From an optimization exercise on the open Yosys and OpenROAD flow, aimed at small area, a short achievable clock period and few clock cycles; shortcuts taken in it are not production practice.
Only simulation tests tie the RTL to the original design; equivalence was not proved.

Setup of job 3926:
Design par_loop_top, start of the top module:
module par_loop_top (
	input wire clk,
	input wire rst_n,
	input wire req,
	input wire signed [31:0] start,
	input wire signed [31:0] stride,
	input wire [11:0] count,
	output logic ack,
	output logic [31:0] result
);
Size in the first run: roughly 2200 cells after synthesis, about 250 flip-flops, roughly 110 I/O pins.
clock: 10.0 ns
lec_check: 0
cap_margin: 20
core_margin: 2
core_utilization: 40
place_density: 0.6
setup_slack_margin: 5
slew_margin: 20
standard.sh (not shown) runs the stock make flow with config.mk's settings and CLKGATE_MAP_FILE= SYNTH_SCRIPT=/design/flow/synth_recipe.tcl, a recipe that flattens the netlist after the stock synthesis.
==> flow/flow/run.sh <==
#!/bin/bash
set -e
sed 's/SETUP_SLACK_MARGIN=5 /SETUP_SLACK_MARGIN=7 /' standard.sh > standard_m7.sh
grep -q 'SETUP_SLACK_MARGIN=7 ' standard_m7.sh
bash standard_m7.sh > standard.log 2>&1
Testbench counts of job 3926, summed over its fixed seeds: cycles 3,364.
> inputs changed (job 3926 -> job 3815)
==> flow/flow/run.sh <==
#!/bin/bash
set -e
export BUFFER_PORTS_ARGS="-buffer_cell sky130_fd_sc_hd__buf_1"
sed 's/SETUP_SLACK_MARGIN=5 /SETUP_SLACK_MARGIN=6.7 /' standard.sh > standard_margin.sh
grep -q 'SETUP_SLACK_MARGIN=6.7 ' standard_margin.sh
bash standard_margin.sh > standard.log 2>&1
- Job 3815: cell count is about 5% lower than what job 3926 reported.
- Summary of the comparison: share of final layout cell area taken by clock buffers and inverters is higher in job 3815, relative to job 3926.
- Synthesized area came out exactly the same in job 3815 and job 3926.
- Job 3815 against job 3926; layout buffer count excluding clock buffers is down by more than a quarter.
- Job 3815 against job 3926: setup slack went up; overall fraction of global-route tracks in use went down; period utilization did not really move; met2 wire length went down.
- Job 3815 ended with less DRC marker count from the first detailed-route iteration than job 3926.
## Diff of input files: job 7012 against job 3815
==> flow/flow/run.sh <==
#!/bin/bash
set -e
export BUFFER_PORTS_ARGS="-buffer_cell sky130_fd_sc_hd__buf_1"
sed 's/SETUP_SLACK_MARGIN=5 /SETUP_SLACK_MARGIN=7.0 /' standard.sh > standard_margin.sh
grep -q 'SETUP_SLACK_MARGIN=7.0 ' standard_margin.sh
bash standard_margin.sh > standard.log 2>&1
### Flow results
Core footprint across job 7012 and job 3815: no real change. Compared job 7012 against job 3815; setup slack within noise. The capture point of the critical path comes out result[23] in one run and result[27] in the other, namely in job 3815 and job 7012 respectively. When job 7012 is set beside job 3815, its worst hold-check slack turns out to be 0.0032 ns larger. On worst-skew pair later-pin latency, job 7012 and job 3815 are basically level. There was hardly any difference in HPWL after detailed placement between job 7012 and job 3815. Re total global-route track usage: job 7012 and job 3815 aren't equal, and the lower value belongs to job 3815. Area overhead of the layout relative to synthesis ended up 12 points higher on job 7012 than on job 3815. The higher number of cells on the worst reg-to-reg path came out of job 3815.
Edits applied to the flow inputs when going from job 7012 to job 5672:
==> flow/flow/run.sh <==
#!/bin/bash
set -e
export BUFFER_PORTS_ARGS="-buffer_cell sky130_fd_sc_hd__buf_1"
sed 's/SETUP_SLACK_MARGIN=5 /SETUP_SLACK_MARGIN=6.85 /' standard.sh > standard_margin.sh
grep -q 'SETUP_SLACK_MARGIN=6.85 ' standard_margin.sh
bash standard_margin.sh > standard.log 2>&1
==> results.txt <==
Job 7012 finished every stage and its layout cleared the timing, DRC and antenna checks. Job 5672: full flow OK, the timing, DRC and antenna checks passed. Clock skew: job 5672 > job 7012. On hold slack: between job 5672 and job 7012, it ends up higher for job 7012. Diff job 5672 and job 7012: post-layout instance area higher in job 7012. Comparing routed length on met1 for job 5672 and job 7012, the smaller number came from job 5672. Cmp job 5672 vs job 7012: first-pass iteration count of the detailed router lower in job 5672. Job 5672 vs job 7012: met1 track demand over resource in global routing down.

========
par_loop_top again, from the RTL that the note above started with.
==> flow/config.mk <==
export PLATFORM = sky130hd
export DESIGN_NAME = par_loop_top
export DESIGN_NICKNAME = par_loop_top
export VERILOG_FILES = /design/flow/design.v
export SDC_FILE = /design/flow/constraint.sdc
export NUM_CORES = 4
export LEC_CHECK = 0
export CAP_MARGIN = 20
export CORE_MARGIN = 2
export CORE_UTILIZATION = 40
export PLACE_DENSITY = 0.6
export SETUP_SLACK_MARGIN = 5
export SLEW_MARGIN = 20
==> flow/constraint.sdc <==
create_clock -name core_clock -period 10.0 [get_ports {clk}]
set_input_delay 2.0000 -clock core_clock [delete_from_list [all_inputs] [get_ports {clk}]]
set_output_delay 2.0000 -clock core_clock [all_outputs]
set_load 0.01 [all_outputs]
run.sh (not shown) runs the stock make flow with config.mk's settings and CLKGATE_MAP_FILE= SYNTH_SCRIPT=/design/flow/synth_recipe.tcl, a recipe that flattens the netlist after the stock synthesis.
Stock flow here: none of the scripts above is used.
The starting point produced a clean layout.
Testbench counts at the start, summed over its fixed seeds: cycles 3,364.
Then changed:
==> flow/flow/run.sh (new file) <==
#!/bin/bash
set -e
export BUFFER_PORTS_ARGS="-buffer_cell sky130_fd_sc_hd__buf_1"
sed 's/SETUP_SLACK_MARGIN=5 /SETUP_SLACK_MARGIN=6.7 /' standard.sh > standard_margin.sh
grep -q 'SETUP_SLACK_MARGIN=6.7 ' standard_margin.sh
bash standard_margin.sh > standard.log 2>&1
==> flow/standard.sh (new file) <==
#!/bin/bash
# synth_recipe.tcl (not shown) runs the flow's synth.tcl, then flattens the netlist and writes it again
# the make line also repeats each setting of config.mk as NAME=value (left out here)
make -C /OpenROAD-flow-scripts/flow DESIGN_CONFIG=/design/flow/config.mk WORK_HOME=/design/flow/orfs CLKGATE_MAP_FILE= SYNTH_SCRIPT=/design/flow/synth_recipe.tcl "${@:-finish}"
- CTS_BUF_LIST: not set -> sky130_fd_sc_hd__clkbuf_8
removed: flow/run.sh
What happened:
- die area does not change
- utilization shrinks by 1.2 points
- clock-buffer cell count grows by 14
Then changed:
==> flow/run.sh (new file) <==
#!/bin/bash
# synth_recipe.tcl (not shown) runs the flow's synth.tcl, then flattens the netlist and writes it again
# the make line also repeats each setting of config.mk as NAME=value (left out here)
make -C /OpenROAD-flow-scripts/flow DESIGN_CONFIG=/design/flow/config.mk WORK_HOME=/design/flow/orfs CLKGATE_MAP_FILE= SYNTH_SCRIPT=/design/flow/synth_recipe.tcl finish
- ABC_AREA: not set -> 1
- CTS_BUF_LIST: sky130_fd_sc_hd__clkbuf_8 -> not set
removed: flow/flow/run.sh
removed: flow/standard.sh
=> Worst setup slack gets worse by 640 ps. Die area grows by 7.2%. Final cell count grows by 25%.
Then changed:
- ABC_AREA: 1 -> not set
- CORE_UTILIZATION: 40 -> 60
- PLACE_DENSITY: 0.6 -> 0.75
The changed run finished with timing, DRC and antenna clean.
Via count came out lower by roughly a tenth.
Synthesized area decreases by a few percent.
Routed wire length shrinks by about a fifth.
Hold slack stays flat.
Worst setup slack improved by 96 ps.

========
== run A ==
Starting RTL as in the previous note.
==> flow/config.mk <==
export PLATFORM = sky130hd
export DESIGN_NAME = par_loop_top
export DESIGN_NICKNAME = par_loop_top
export VERILOG_FILES = /design/flow/design.v
export SDC_FILE = /design/flow/constraint.sdc
export NUM_CORES = 4
export LEC_CHECK = 0
export CAP_MARGIN = 20
export CORE_MARGIN = 2
export CORE_UTILIZATION = 40
export PLACE_DENSITY = 0.6
export SETUP_SLACK_MARGIN = 5
export SLEW_MARGIN = 20
==> flow/constraint.sdc <==
create_clock -name core_clock -period 10.0 [get_ports {clk}]
set_input_delay 2.0000 -clock core_clock [delete_from_list [all_inputs] [get_ports {clk}]]
set_output_delay 2.0000 -clock core_clock [all_outputs]
set_load 0.01 [all_outputs]
standard.sh (not shown) runs the stock make flow with config.mk's settings and CLKGATE_MAP_FILE= SYNTH_SCRIPT=/design/flow/synth_recipe.tcl, a recipe that flattens the netlist after the stock synthesis.
==> flow/flow/run.sh <==
#!/bin/bash
set -e
sed 's/SETUP_SLACK_MARGIN=5 /SETUP_SLACK_MARGIN=6 /' standard.sh > standard_m7.sh
grep -q 'SETUP_SLACK_MARGIN=6 ' standard_m7.sh
bash standard_m7.sh > standard.log 2>&1
Testbench counts of run A, summed over its fixed seeds: cycles 3,364.
## Diff of input files: run B against run A
==> flow/flow/run.sh <==
#!/bin/bash
set -e
export BUFFER_PORTS_ARGS="-buffer_cell sky130_fd_sc_hd__buf_1"
sed 's/SETUP_SLACK_MARGIN=5 /SETUP_SLACK_MARGIN=6.4 /' standard.sh > standard_margin.sh
grep -q 'SETUP_SLACK_MARGIN=6.4 ' standard_margin.sh
bash standard_margin.sh > standard.log 2>&1
Findings:
- Overall fraction of global-route tracks in use (run B over run A): decrease, 0.70 points
- Run B leaves more setup margin than run A.
- In run B, number of logic stages on the critical path including buffering is higher than in run A.
- Worst path required time is lower on run A
Modified inputs, run C compared to run B
==> flow/flow/run.sh <==
#!/bin/bash
set -e
export BUFFER_PORTS_ARGS="-buffer_cell sky130_fd_sc_hd__buf_1"
sed 's/SETUP_SLACK_MARGIN=5 /SETUP_SLACK_MARGIN=6.7 /' standard.sh > standard_margin.sh
grep -q 'SETUP_SLACK_MARGIN=6.7 ' standard_margin.sh
bash standard_margin.sh > standard.log 2>&1
diff --git a/flow/config.mk b/flow/config.mk
--- a/flow/config.mk
+++ b/flow/config.mk
@@ -10,2 +10,3 @@
 export CORE_UTILIZATION = 40
+export CTS_BUF_LIST = sky130_fd_sc_hd__clkbuf_4 sky130_fd_sc_hd__clkbuf_8
 export PLACE_DENSITY = 0.6
The higher highest achievable clock rate of run B and run C is in run C. Delta (run C minus run B): number of H-tree levels grew by 1, length in cells of the worst reg-to-reg path increased by 3 relative to the old numbers. Delta (run C minus run B): worst-case hold slack climbed 0.0036 ns, final routed wire length divided by cell count climbed 1.6%, HPWL reported at the end of detailed placement climbed 280 microns. Run C -> run B: fraction of registers with async set or reset after synthesis delta 0, exact match.
diff inputs: run C => run D
==> flow/flow/run.sh <==
#!/bin/bash
set -e
export BUFFER_PORTS_ARGS="-buffer_cell sky130_fd_sc_hd__buf_1"
bash standard.sh > standard.log 2>&1
diff --git a/flow/config.mk b/flow/config.mk
--- a/flow/config.mk
+++ b/flow/config.mk
@@ -10,3 +10,2 @@
 export CORE_UTILIZATION = 40
-export CTS_BUF_LIST = sky130_fd_sc_hd__clkbuf_4 sky130_fd_sc_hd__clkbuf_8
 export PLACE_DENSITY = 0.6
Notes after the runs:
Clock transition at the registers of the reported paths across run D and run C: no real change.
Relative to run C, the detailed-routed wire length on met3 measured on run D has decreased by a few percent.
The standard cells in run D occupy less silicon area than those in run C do.
Summary of run D over run C: layout overhead on the synthesized area went down 1.4 points.

separate check: timing with driven ports:
No port has a modelled driver above. Below, the same layouts with a new extraction and two added sets of constraints.
Step 1 sets driving cells, clkbuf_16 on the clock port and buf_2 on the other inputs (assumed; they add their load-dependent delay and slew).
Step 2, shift: input delay + t, output delay - t, t = (earliest + latest rising clock arrival at the registers) / 2. This alone moves slack from input paths to output paths.
Three values: no drivers, after step 1, after step 2; two values: the first two.
run | t (ns) | slack for setup (ns) | latest minus earliest clock arrival (ns) | worst data-port slew with drivers (ns)
job 3926 | 0.649 | 6.639 / 6.579 / 6.399 | 0.023 / 0.023 | 0.06
job 3815 | 0.639 | 6.642 / 6.587 / 6.211 | 0.024 / 0.024 | 0.04
job 7012 | 0.644 | 6.641 / 6.582 / 6.393 | 0.014 / 0.014 | 0.04
job 5672 | 0.639 | 6.642 / 6.580 / 6.350 | 0.019 / 0.018 | 0.04
the first run of note 2 | 0.614 | 6.247 / 6.190 / 5.936 | 0.032 / 0.032 | 0.04
the second run of note 2 | 0.692 | 6.606 / 6.549 / 6.202 | 0.063 / 0.063 | 0.04
the third run of note 2 | 0.659 | 5.970 / 5.970 / 5.970 | 0.015 / 0.015 | 0.04
the fourth run of note 2 | 0.641 | 6.066 / 6.066 / 5.983 | 0.016 / 0.016 | 0.05
run A | 0.614 | 6.247 / 6.190 / 5.936 | 0.032 / 0.032 | 0.04
run B | 0.653 | 6.483 / 6.483 / 6.245 | 0.053 / 0.053 | 0.04
run C | 0.693 | 6.592 / 6.534 / 6.197 | 0.057 / 0.058 | 0.04
run D | 0.642 | 6.192 / 6.192 / 6.192 | 0.022 / 0.022 | 0.03
After both steps setup and hold are still met in every run listed. For job 3815, which loses most, drivers alone change the setup slack by -0.055 ns; drivers and shift together by -0.431 ns.
